This is an optimization exercise on Yosys and OpenROAD, whose aim is small area, a short achievable clock period and few clock cycles per item, not a production implementation.
In this exercise RTL edits were held to simulation tests only and were not proved equivalent to the original.
Power and IR drop assume default switching activity.

Design alu_mdu, start of the top module:
module alu_mdu #(
  parameter int unsigned WIDTH = 32,
  parameter int unsigned SHW   = 5
) (
  input  logic             clk,
  input  logic             rst_n,
  input  logic [WIDTH-1:0] busA,
  input  logic [WIDTH-1:0] busB,
  input  logic [4:0]       ALUctr,
  input  logic [SHW-1:0]   shamt,
  input  logic             start,
  output logic [WIDTH-1:0] Result,
  output logic             Zero,
  output logic             busy,
  output logic             done,
  output logic [WIDTH-1:0] hi,
  output logic [WIDTH-1:0] lo
);
  localparam logic [4:0] OpAdd   = 5'b00000;
  localparam logic [4:0] OpSub   = 5'b00001;
  localparam logic [4:0] OpSlt   = 5'b00010;
  localparam logic [4:0] OpAnd   = 5'b00011;
  localparam logic [4:0] OpNor   = 5'b00100;
  localparam logic [4:0] OpOr    = 5'b00101;
  localparam logic [4:0] OpXor   = 5'b00110;
  localparam logic [4:0] OpSll   = 5'b00111;
  localparam logic [4:0] OpSrl   = 5'b01000;
  localparam logic [4:0] OpSltu  = 5'b01001;
  localparam logic [4:0] OpSllv  = 5'b01100;
  localparam logic [4:0] OpSra   = 5'b01101;
  localparam logic [4:0] OpSrav  = 5'b01110;
  localparam logic [4:0] OpSrlv  = 5'b01111;
  localparam logic [4:0] OpLui   = 5'b10000;
  localparam logic [4:0] OpMult  = 5'b10001;
  localparam logic [4:0] OpMultu = 5'b10010;
  localparam logic [4:0] OpDiv   = 5'b10011;
  localparam logic [4:0] OpDivu  = 5'b10100;
  localparam logic [4:0] OpMfhi  = 5'b10101;
  localparam logic [4:0] OpMflo  = 5'b10110;
  localparam logic [4:0] OpMthi  = 5'b10111;
  localparam logic [4:0] OpMtlo  = 5'b11000;
  logic [31:0] hi_q, lo_q;
  logic        sub;
  logic [31:0] bb, gen, prop, kill, carry;
  logic        cout, slt, sltu;
  assign sub  = ~ALUctr[2] & (ALUctr[0] ^ ALUctr[1]);
  assign bb   = busB ^ {32{sub}};
  assign gen  = busA & bb;
  assign prop = busA ^ bb;
  assign kill = ~(busA | bb);
  logic [31:0] pg [6];
  logic [31:0] pp [6];
  always_comb begin
    pg[0] = gen;
    pp[0] = prop;
    pg[0][0] = gen[0] | (prop[0] & sub);
    for (int l = 0; l < 5; l++) begin
      pg[l+1] = pg[l];
  ...
For scale: roughly 4600 cells after synthesis, about 120 flip-flops, roughly 29000 um^2 of cells after synthesis.
==> flow/config.mk <==
export PLATFORM = sky130hd
export DESIGN_NAME = alu_mdu
export DESIGN_NICKNAME = alu_mdu
export VERILOG_FILES = /design/flow/design.v
export SDC_FILE = /design/flow/constraint.sdc
export NUM_CORES = 4
export LEC_CHECK = 0
export ABC_AREA = 1
export CAP_MARGIN = 30
export CORE_MARGIN = 2
export CORE_UTILIZATION = 40
export SETUP_SLACK_MARGIN = 1.2
export SLEW_MARGIN = 20
export TNS_END_PERCENT = 0
==> flow/constraint.sdc <==
create_clock -name core_clock -period 10.0 [get_ports {clk}]
set_input_delay 2.0000 -clock core_clock [delete_from_list [all_inputs] [get_ports {clk}]]
set_output_delay 2.0000 -clock core_clock [all_outputs]
set_load 0.01 [all_outputs]
run.sh (not shown) runs the stock make flow with config.mk's settings and CLKGATE_MAP_FILE= SYNTH_SCRIPT=/design/flow/synth_recipe.tcl, a recipe that flattens the netlist after the stock synthesis.
Testbench counts at the start, summed over its fixed seeds: cycles 1,580, ops 320.
==> next run, changes <==
CAP_MARGIN = 10   (was 30)
CORE_UTILIZATION = 60   (was 40)
SETUP_SLACK_MARGIN = 2.0   (was 1.2)
SLEW_MARGIN = 10   (was 20)
=>
- non-clock buffer count rises by 9
- die area falls by a quarter to a third
- routed wire length falls by a few percent
- combinational power rises by a few percent
- total power rises by a few percent
- core utilization rises by 23 points
- worst hold slack gets worse by 13 ps
- synthesized cell count does not change
- cell count falls by a few percent
- worst setup slack gets better by 660 ps
==> next run, changes <==
CAP_MARGIN = 30   (was 10)
CORE_UTILIZATION = 40   (was 60)
PLACE_DENSITY = 0.8   (was unset)
SETUP_SLACK_MARGIN = 2.5   (was 2.0)
SLEW_MARGIN = 20   (was 10)
The new run passed the timing, design-rule and antenna checks.
First-iteration DRC count came out lower by about 26%.
Cell area goes up by 1.6%.
Power went down by about 1.3%.
Routed wire length rises by about 0.4%.
Critical path depth fell by 11.

---

alu_mdu again, from the RTL that the note above started with.
make LEC_CHECK=0 ABC_AREA=1 CAP_MARGIN=10 CORE_MARGIN=2 CORE_UTILIZATION=40 SETUP_SLACK_MARGIN=2.5 SLEW_MARGIN=10 TNS_END_PERCENT=0 finish   # period 10.0 ns
Testbench counts at the start, summed over its fixed seeds: cycles 1,580, ops 320.
Change:
CAP_MARGIN = 30   (was 10)
SETUP_SLACK_MARGIN = 2.0   (was 2.5)
SLEW_MARGIN = 20   (was 10)
Flip-flop and latch count stays the same; clock power is lower by 3.6%; first-iteration DRC count is lower by 1.8%; design area hardly moves.
Change:
SETUP_SLACK_MARGIN = 3.0   (was 2.0)
TNS_END_PERCENT = unset   (was 0)
The new run finished clean.
Area after synthesis stays the same.
Final cell count went up by 2.2%.
Fmax went up by 0.50%.
Total power went up by 5.2%.
Non-clock buffer count went up by 126.
Change:
TNS_END_PERCENT = 0   (was unset)
Effect: The new run finished with timing, DRC and antenna clean; cell count decreases by 2.5%; via count decreases by 3.2%; utilization decreases by 4.0 points; first-iteration DRC count increases by 1.6%; global-route usage decreases by 1.5 points; non-clock buffer count decreases by 150; synthesized cell count stays the same; die area does not change; register-to-register slack gets worse by 0.91 ns; worst setup slack gets better by 0.088 ns; routed wire length decreases by 4.3%.
Change:
SETUP_SLACK_MARGIN = 2.5   (was 3.0)
After rerunning: The new run went through all stages and came out clean. Maximum frequency does not change. Critical path depth does not change. Count of clock-buffer cells in the layout is unchanged. Design area stays the same. Routed wire length stays the same.

## afterwards: timing with drivers on the ports
How much do the figures lean on ideal ports? The routed layouts below were timed once more, with nothing changed but the port constraints.
Step 1: set_driving_cell puts a clkbuf_16 on clk and a buf_2 on each other input, an assumption about the parent block.
Step 2 times the ports against the registers' clock, not the clock port: input delays grow and output delays shrink by t, the midpoint of the rising clock arrivals with the driver on.
Slacks: ideal ports / drivers / drivers and shift; pairs: ideal ports / drivers.
| run | t (ns) | slack for setup (ns) | worst register clock-pin slew, ns | worst slew at a driven data input, ns |
|---|---|---|---|---|
| the first run of note 1 | 0.534 | 1.112 / 1.080 / 1.080 | 0.07 / 0.07 | 0.06 |
| the second run of note 1 | 0.536 | 1.770 / 1.746 / 1.746 | 0.07 / 0.07 | 0.06 |
| the third run of note 1 | 0.540 | 1.983 / 1.940 / 1.940 | 0.07 / 0.07 | 0.08 |
| the first run of note 2 | 0.548 | 1.936 / 1.873 / 1.873 | 0.07 / 0.07 | 0.06 |
| the second run of note 2 | 0.533 | 1.951 / 1.933 / 1.933 | 0.07 / 0.07 | 0.07 |
| the third run of note 2 | 0.558 | 1.992 / 1.965 / 1.965 | 0.08 / 0.08 | 0.07 |
| the fourth run of note 2 | 0.546 | 2.080 / 2.033 / 2.033 | 0.07 / 0.07 | 0.06 |
| the fifth run of note 2 | 0.546 | 2.080 / 2.033 / 2.033 | 0.07 / 0.07 | 0.06 |
After both steps setup and hold are still met in every run listed. The setup slack of the first run of note 2, which loses most, moves by -0.063 ns with the drivers and by -0.063 ns with both steps.
